This design comes from an exercise in tuning for small area, a short achievable clock period and few clock cycles per item on the open sky130 flow, not from production work. In this exercise RTL edits were held to simulation tests only and were not proved equivalent to the original.

===== design.v =====
`default_nettype none
package esc_pkg;
  localparam int unsigned SecondsW = 6;
  localparam int unsigned MinutesW = 6;
  localparam int unsigned HoursW   = 5;
  localparam int unsigned WeekdayW = 3;
  localparam int unsigned YearW    = 8;
  localparam int unsigned MonthW   = 4;
  localparam int unsigned DayW     = 5;
  localparam int unsigned EpochW   = 32;
  localparam int unsigned DaysW    = 16;
  localparam logic [5:0] SecsPerMin   = 6'd60;
  localparam logic [5:0] MinsPerHour  = 6'd60;
  localparam logic [5:0] HoursPerDay  = 6'd24;
  localparam logic [5:0] DaysPerWeek  = 6'd7;
  localparam logic [YearW-1:0] CenturySkipOff = 8'd130;
  localparam logic [MonthW-1:0] LastMonthIdx  = 4'd11;
  localparam logic [MonthW-1:0] FebIdx        = 4'd1;
  function automatic logic is_leap(input logic [YearW-1:0] year_off);
    is_leap = (year_off[1:0] == 2'd2) && (year_off != CenturySkipOff);
  endfunction
  function automatic logic [8:0] year_len(input logic [YearW-1:0] year_off);
    year_len = is_leap(year_off) ? 9'd366 : 9'd365;
  endfunction
  function automatic logic [4:0] month_len(input logic [MonthW-1:0] idx,
                                           input logic leap);
    logic [4:0] len;
    case (idx)
      4'd0:    len = 5'd31;
      4'd1:    len = leap ? 5'd29 : 5'd28;
      4'd2:    len = 5'd31;
      4'd3:    len = 5'd30;
      4'd4:    len = 5'd31;
      4'd5:    len = 5'd30;
      4'd6:    len = 5'd31;
      4'd7:    len = 5'd31;
      4'd8:    len = 5'd30;
      4'd9:    len = 5'd31;
      4'd10:   len = 5'd30;
      default: len = 5'd31;
    endcase
    month_len = len;
  endfunction
  function automatic logic [WeekdayW-1:0] weekday_of(input logic [2:0] r);
    logic [WeekdayW-1:0] wd;
    case (r)
      3'd0:    wd = 3'd5;
      3'd1:    wd = 3'd6;
      3'd2:    wd = 3'd7;
      3'd3:    wd = 3'd1;
      3'd4:    wd = 3'd2;
      3'd5:    wd = 3'd3;
      3'd6:    wd = 3'd4;
      default: wd = 3'd1;
    endcase
    weekday_of = wd;
  endfunction
endpackage
`default_nettype wire
`default_nettype none
module epoch_seconds_to_calendar_top (
  input  wire logic        clk,
  input  wire logic        rst,
  input  wire logic        din_valid,
  output wire logic        din_ready,
  input  wire logic [31:0] din_epoch_seconds,
  output wire logic        dout_valid,
  input  wire logic        dout_ready,
  output wire logic [5:0]  dout_second_of_minute,
  output wire logic [5:0]  dout_minute_of_hour,
  output wire logic [4:0]  dout_hour_of_day,
  output wire logic [2:0]  dout_weekday,
  output wire logic [7:0]  dout_year_offset,
  output wire logic [3:0]  dout_month_number,
  output wire logic [4:0]  dout_day_of_month
);
  logic adv;
  logic v1, v2, v3;
  assign adv       = !v3 || dout_ready;
  assign din_ready = adv;
  logic [24:0] x0;
  logic [40:0] p0;
  assign x0 = din_epoch_seconds[31:7];
  assign p0 = {x0, 15'd0} - {x0, 13'd0} + {x0, 8'd0} + {x0, 5'd0} - {x0, 3'd0} - {16'd0, x0};
  logic [15:0] r1_qe;
  logic [17:0] r1_lo;      
  logic [10:0] s2_r;       
  logic        s2_c;
  logic [9:0]  s2_rem;
  logic [15:0] s2_days;
  logic        s2_g;       
  logic [5:0]  s2_q4e;     
  logic [16:0] s2_t;
  logic [15:0] s2_qp;
  assign s2_r   = r1_lo[17:7] - ({r1_qe[1:0], 9'd0} + {r1_qe[3:0], 7'd0} + {r1_qe[5:0], 5'd0}
                                 + {r1_qe[8:0], 2'd0} - r1_qe[10:0]);
  assign s2_c   = (s2_r >= 11'd675);
  assign s2_rem = s2_c ? 10'(s2_r - 11'd675) : s2_r[9:0];
  assign s2_days = r1_qe + {15'd0, s2_c};
  assign s2_g   = (r1_qe >= 16'd47541) || ((r1_qe == 16'd47540) && s2_c);
  assign s2_qp  = r1_qe + 16'd672;
  assign s2_q4e = 6'(({2'd0, s2_qp, 3'd0} + {3'd0, s2_qp, 1'd0} + {4'd0, s2_qp}) >> 14);
  logic [15:0] r2_days;
  logic        r2_g;
  logic [5:0]  r2_q4e;
  logic [16:0] r2_sod;
  logic [11:0] s3_d2;
  logic [11:0] s3_r;       
  logic        s3_c2;
  logic [10:0] s3_rc;      
  logic [1:0]  s3_yoe;
  logic [8:0]  s3_doy;
  logic [2:0]  s3_wd;
  assign s3_d2 = r2_days[11:0] + 12'd671 + {11'd0, r2_g};
  assign s3_r  = s3_d2 - ({r2_q4e[1:0], 10'd0} + {r2_q4e[3:0], 8'd0} + {r2_q4e[4:0], 7'd0}
                          + {1'b0, r2_q4e, 5'd0} + {2'b0, r2_q4e, 4'd0} + {4'd0, r2_q4e, 2'd0}
                          + {6'd0, r2_q4e});
  assign s3_c2 = (s3_r >= 12'd1461);
  assign s3_rc = s3_c2 ? 11'(s3_r - 12'd1461) : s3_r[10:0];
  assign s3_yoe = (s3_rc >= 11'd1095) ? 2'd3 : (s3_rc >= 11'd730) ? 2'd2 :
                  (s3_rc >= 11'd365) ? 2'd1 : 2'd0;
  always_comb begin
    case (s3_yoe)
      2'd0:    s3_doy = s3_rc[8:0];
      2'd1:    s3_doy = 9'(s3_rc - 11'd365);
      2'd2:    s3_doy = 9'(s3_rc - 11'd730);
      default: s3_doy = 9'(s3_rc - 11'd1095);
    endcase
  end
  logic [5:0] s3_m1;
  logic [3:0] s3_m2;
  logic [2:0] s3_m3;
  assign s3_m1 = 6'd4 + {3'd0, r2_days[2:0]} + {3'd0, r2_days[5:3]} + {3'd0, r2_days[8:6]}
               + {3'd0, r2_days[11:9]} + {3'd0, r2_days[14:12]} + {5'd0, r2_days[15]};
  assign s3_m2 = {1'b0, s3_m1[5:3]} + {1'b0, s3_m1[2:0]};
  assign s3_m3 = (s3_m2 >= 4'd14) ? 3'(s3_m2 - 4'd14) : (s3_m2 >= 4'd7) ? 3'(s3_m2 - 4'd7) : s3_m2[2:0];
  always_comb begin
    case (s3_m3)
      3'd0:    s3_wd = 3'd1;
      3'd1:    s3_wd = 3'd2;
      3'd2:    s3_wd = 3'd3;
      3'd3:    s3_wd = 3'd4;
      3'd4:    s3_wd = 3'd5;
      3'd5:    s3_wd = 3'd6;
      default: s3_wd = 3'd7;
    endcase
  end
  logic [12:0] s3_y;
  logic [4:0]  s3_he;
  logic [8:0]  s3_hr;      
  logic        s3_hc;
  logic [4:0]  s3_h;
  logic [7:0]  s3_hrem;
  logic [9:0]  s3_z;       
  logic [5:0]  s3_me;
  logic [4:0]  s3_mr;      
  assign s3_y   = r2_sod[16:4];
  assign s3_he  = 5'(({s3_y, 3'd0} + {3'd0, s3_y}) >> 11);
  assign s3_hr  = 9'(s3_y[8:0] - ({s3_he[0], 8'd0} - {s3_he, 5'd0} + {4'd0, s3_he}));
  assign s3_hc  = (s3_hr >= 9'd225);
  assign s3_h   = s3_he + {4'd0, s3_hc};
  assign s3_hrem = s3_hc ? 8'(s3_hr - 9'd225) : s3_hr[7:0];
  assign s3_z   = {s3_hrem, r2_sod[3:2]};
  assign s3_me  = 6'(({s3_z, 4'd0} + {4'd0, s3_z}) >> 8);
  assign s3_mr  = 5'(s3_z[4:0] - ({s3_me[0], 4'd0} - {5'd0, s3_me[4:0]}));
  logic [8:0]  r3_doy;
  logic [5:0]  r3_q4;
  logic [1:0]  r3_yoe;
  logic [2:0]  r3_wd;
  logic [4:0]  r3_h;
  logic [5:0]  r3_me;
  logic [4:0]  r3_mr;
  logic [1:0]  r3_s;
  logic [3:0] o_mp;
  logic [4:0] o_cum;
  logic       o_mc;
  assign o_mp = 4'({3'd0, r3_doy >= 9'd31} + {3'd0, r3_doy >= 9'd61} + {3'd0, r3_doy >= 9'd92} + {3'd0, r3_doy >= 9'd122}
              + {3'd0, r3_doy >= 9'd153} + {3'd0, r3_doy >= 9'd184} + {3'd0, r3_doy >= 9'd214} + {3'd0, r3_doy >= 9'd245}
              + {3'd0, r3_doy >= 9'd275} + {3'd0, r3_doy >= 9'd306} + {3'd0, r3_doy >= 9'd337});
  always_comb begin
    case (o_mp)    
      4'd0:    o_cum = 5'(0 - 1);
      4'd1:    o_cum = 5'(31 - 1);
      4'd2:    o_cum = 5'(61 - 1);
      4'd3:    o_cum = 5'(92 - 1);
      4'd4:    o_cum = 5'(122 - 1);
      4'd5:    o_cum = 5'(153 - 1);
      4'd6:    o_cum = 5'(184 - 1);
      4'd7:    o_cum = 5'(214 - 1);
      4'd8:    o_cum = 5'(245 - 1);
      4'd9:    o_cum = 5'(275 - 1);
      4'd10:   o_cum = 5'(306 - 1);
      default: o_cum = 5'(337 - 1);
    endcase
  end
  assign o_mc = (o_mp >= 4'd10);
  logic o_mr_c;
  assign o_mr_c = (r3_mr >= 5'd15);
  assign dout_valid            = v3;
  assign dout_day_of_month     = r3_doy[4:0] - o_cum;
  assign dout_month_number     = o_mc ? o_mp - 4'd9 : o_mp + 4'd3;
  assign dout_year_offset      = {r3_q4, 2'd0} + {6'd0, r3_yoe} + {7'd0, o_mc} - 8'd2;
  assign dout_weekday          = r3_wd;
  assign dout_hour_of_day      = r3_h;
  assign dout_minute_of_hour   = r3_me + {5'd0, o_mr_c};
  assign dout_second_of_minute = {(o_mr_c ? 4'(r3_mr - 5'd15) : r3_mr[3:0]), r3_s};
  always_ff @(posedge clk) begin
    if (rst) begin
      v1 <= 1'b0;
      v2 <= 1'b0;
      v3 <= 1'b0;
    end else if (adv) begin
      v1 <= din_valid;
      v2 <= v1;
      v3 <= v2;
    end
  end
  always_ff @(posedge clk) begin
    if (adv) begin
      r1_qe   <= p0[39:24];
      r1_lo   <= din_epoch_seconds[17:0];
      r2_days <= s2_days;
      r2_g    <= s2_g;
      r2_q4e  <= s2_q4e;
      r2_sod  <= {s2_rem, r1_lo[6:0]};
      r3_doy  <= s3_doy;
      r3_q4   <= r2_q4e + {5'd0, s3_c2};
      r3_yoe  <= s3_yoe;
      r3_wd   <= s3_wd;
      r3_h    <= s3_h;
      r3_me   <= s3_me;
      r3_mr   <= s3_mr;
      r3_s    <= r2_sod[1:0];
    end
  end
endmodule
`default_nettype wire

===== run.sh =====
#!/bin/bash
# synth_recipe.tcl (not shown) runs the flow's synth.tcl, then flattens the netlist and writes it again
# the make line also repeats each setting of config.mk as NAME=value (left out here)
make -C /OpenROAD-flow-scripts/flow DESIGN_CONFIG=/design/flow/config.mk WORK_HOME=/design/flow/orfs CLKGATE_MAP_FILE= SYNTH_SCRIPT=/design/flow/synth_recipe.tcl finish

===== config.mk =====
export PLATFORM = sky130hd
export DESIGN_NAME = epoch_seconds_to_calendar_top
export DESIGN_NICKNAME = epoch_seconds_to_calendar_top
export VERILOG_FILES = /design/flow/design.v
export SDC_FILE = /design/flow/constraint.sdc
export NUM_CORES = 4
export LEC_CHECK = 0
export CAP_MARGIN = 20
export CORE_MARGIN = 2
export CORE_UTILIZATION = 40
export SLEW_MARGIN = 20

===== constraint.sdc =====
create_clock -name core_clock -period 11.0 [get_ports {clk}]
set_input_delay 2.2000 -clock core_clock [delete_from_list [all_inputs] [get_ports {clk}]]
set_output_delay 2.2000 -clock core_clock [all_outputs]
set_load 0.01 [all_outputs]

==> out/qor.yml <==
run_status:
  status: "complete, no violations"
clock_tree:
  cts_root_buffer: "clkbuf_16"
  cts.repair.resized: 0
  cts.sinks: 115
  clk_latency_ns: 0.44
  cts.path.max_buffers: 2
  cts_inserted_buffers: 17
  postCtsSetupBuffers: 0
  cts_tree: "built"
  cts_hold_buf: 0
  htree_levels: 4
  clkTransAtPathRegs_ns: 0.06
logic_synthesis:
  ys_dominant_reg_cell: "edfxtp_1"
  yosys.area.top_type: "edfxtp_1"
  synth_area_per_cell_um2: 9.85
  async_flop_share: 0
  synth.distinct_cells: 93
  syn_area_um2: 15700
  netlist_instances: 1591
  synthTopCellsByArea: "edfxtp_1 (21%), fa_1 (19%), ha_1 (19%)"
  synth_edf_count: 112
  yosysWarnings: 1
  syn_nets: 2007
  yosysSeqAreaShare: 0.218
  ys_ff_latch: 115
  synth_top_area_frac: 0.215
floorplanning:
  start_util: 0.406
  rows: 72
  core-area_um2: 38600
  io-pin-count: 75
  die_h_um: 202
  fp.dieArea_um2: 40800
  die_width_um: 202
route:
  drt_iter0_drc: 433
  via_per_inst: 5.06
  drt-wirelength-per-cell_um: 14.5
  routed-via-count: 11100
  dr.pass1.iters: 5
  drt-total-wl_um: 31800
  final_antenna_net_count: 0
  drc: 0
critical_path:
  crit_arrival_ns: 7.15
  critical_path_peak_fanout: 10
  end_kind: "output port"
  criticalPathCategory: "reg2out"
  crit_path_start_kind: "flip-flop"
  critPathRequiredTime_ns: 8.80
timing:
  setup_viol: 0
  fin_crit_sh: 0.850
  min_period_ns: 9.35
  slew_violations: 0
  slew_headroom: 0.419
  tns_ns: 0
  final_hold_viol_count: 0
  clock.fmax_mhz: 107
  worst_slack_ns: 1.65
  rsz0062_at_grt: "false"
  worst_pin_slew_ns: 0.866
  finalClockSkew_ns: 0.0143
global_routing:
  grt_pass1_wl_um: 55700
  grt_max_degree: 50
  grt_pass1_vias: 11600
  grt_overflow: 0
  antenna_found_initial: 0
  track_usage: 0.168
finish:
  diodes: 0
  final_util: 0.453
  nets: 2080
  syn2layout_area_growth_pct: 11.7
  drive_above_1_share: 0.0465
  postLayoutCellArea_um2: 17500
place:
  hpwl_um: 26300
  place_ws_ns: 2.05
  routabilityCongestion: 0.872
  placed_area_um2: 17000
  port_buffers: 74
hold_path:
  hp-class: "reg2reg"
flow_run:
  drv_cap: 0
## metrics by stage
step | std cells | hold WS, ns
5_1_grt | 2195 | 0.428
3_3_place_gp | 2163 | 0.403
2_1_floorplan | 1591 | 0.400
3_5_place_dp | 2163 | 0.407
6_report | 2195 | 0.421
4_1_cts | 2195 | 0.421
## placed cells by master (no fill, tap or decap), drive strengths merged, types with 4 or more instances in the layout
master	count
nor4	7
edfxtp	112
clkbuf	17
o2111ai	4
nand2b	10
xor2	53
a311oi	4
nor2	81
clkdlybuf4s50	74
o22ai	4
clkinvlp	5
o21ai	57
inv	317
nor2b	16
a2111oi	4
nor3	23
o21bai	12
o221ai	4
nand3	31
a211oi	8
fa	147
and3	12
a31oi	17
a21boi	6
mux2i	6
nand2	70
o211ai	9
clkinv	5
xnor2	111
and2	6
o21a	17
ha	233
or2	9
a21oi	72
a21o	31
nand4	12
o31ai	9
or3	5
## sequential cells by signal (all words and copies together) (netlist names), 2 cells and up
name	flops
r1_lo	18
r3_me	6
r1_qe	16
r3_q4	6
r3_wd	3
r2_sod	17
r3_s	2
r3_doy	9
r2_q4e	6
r3_yoe	2
r3_h	5
r2_days	16
r3_mr	5
## worst max-delay path, cell delays in order, from the launching register on
cell and delay, ns:
edfxtp_1 0.50, or2_2 0.37, o31ai_1 0.20, a21oi_1 0.09
o21a_1 0.20, fa_1 0.53, fa_1 0.52, fa_1 0.55
inv_1 0.05, fa_1 0.47, fa_1 0.71, inv_1 0.15
ha_1 0.32, o21ai_0 0.18, mux4_2 0.27, ha_1 0.13
inv_1 0.05, fa_1 0.40, a21o_1 0.17, a21oi_1 0.17
xnor2_1 0.13, clkdlybuf4s50_1 0.55
## cells by family (layout without fill, tap and decap cells)
family / after synthesis / count (layout) / synth area share
mux: 11 / 11 / 0.00886
compound gates: 289 / 289 / 0.129
buf+inv: 334 / 420 / 0.0815
xor+xnor: 164 / 164 / 0.0945
simple gates: 298 / 298 / 0.0937
fa+ha+maj: 380 / 380 / 0.374
flops: 115 / 115 / 0.218
## cells in the mapped netlist, types with 18 or more instances
master,instances
nand2_1,69
ha_1,233
xnor2_1,107
edfxtp_1,112
nor2_1,79
xor2_1,51
o21ai_0,53
a21oi_1,71
clkbuf_1,18
nor3_1,23
a21o_1,30
nand3_1,31
fa_1,147
inv_1,311
## final cells by class
type / instances / area [um^2]
Inverter: 312 / 1180
Tap cell: 518 / 648
Fill cell: 3639 / 21100
Sequential cell: 115 / 3420
Clock inverter: 15 / 108
Multi-Input combinational cell: 1142 / 11000
Timing Repair Buffer: 76 / 756
Clock buffer: 17 / 425
## routing by layer
layer | wire [um] | vias to the layer above | track usage
met2 | 15900 | 190 | 0.301
met4 | 423 | 0 | 0.0399
met3 | 1020 | 34 | 0.0281
met5 | 0 | - | 0
li1 | - | 5532 | -
met1 | 14500 | 5349 | 0.211
## final timing paths
check,start,endpoint,slack (ns),cells past startpoint
worst max-delay path,r3_doy[1],dout_day_of_month[4],1.65,21
worst min-delay path,r1_lo[4],r2_sod[4],0.42,0
worst max register to register,r2_sod[14],r3_mr[4],2.26,38
worst min register to register,r1_lo[4],r2_sod[4],0.42,0
Testbench counts, summed over its fixed seeds: cycles 8,024, items 8,000.

separate check: timing with driven ports:
In the flow no input, the clock included, has a driving cell. The finished layout below was timed again as built, in two steps.
Step 1 sets driving cells, clkbuf_16 on the clock port and buf_2 on the other inputs (assumed; they add their load-dependent delay and slew).
Step 2 adds t to the input delays and takes it off the output delays; t is the mean of the earliest and latest rising clock arrival at the registers after step 1. Input paths then give back, and output paths get back, about the clock's delay inside the block.
Slacks: no drivers / after step 1 / after step 2; pairs: no drivers / after step 1.
t, ns: 0.479
setup slack, ns: 1.648 / 1.600 / 2.079
worst setup path after step 2: register to output
cell pins on the clock port's net: 1
After both steps this run still meets setup and hold. The setup slack of this run moves by -0.048 ns with the drivers and by +0.431 ns with both steps.
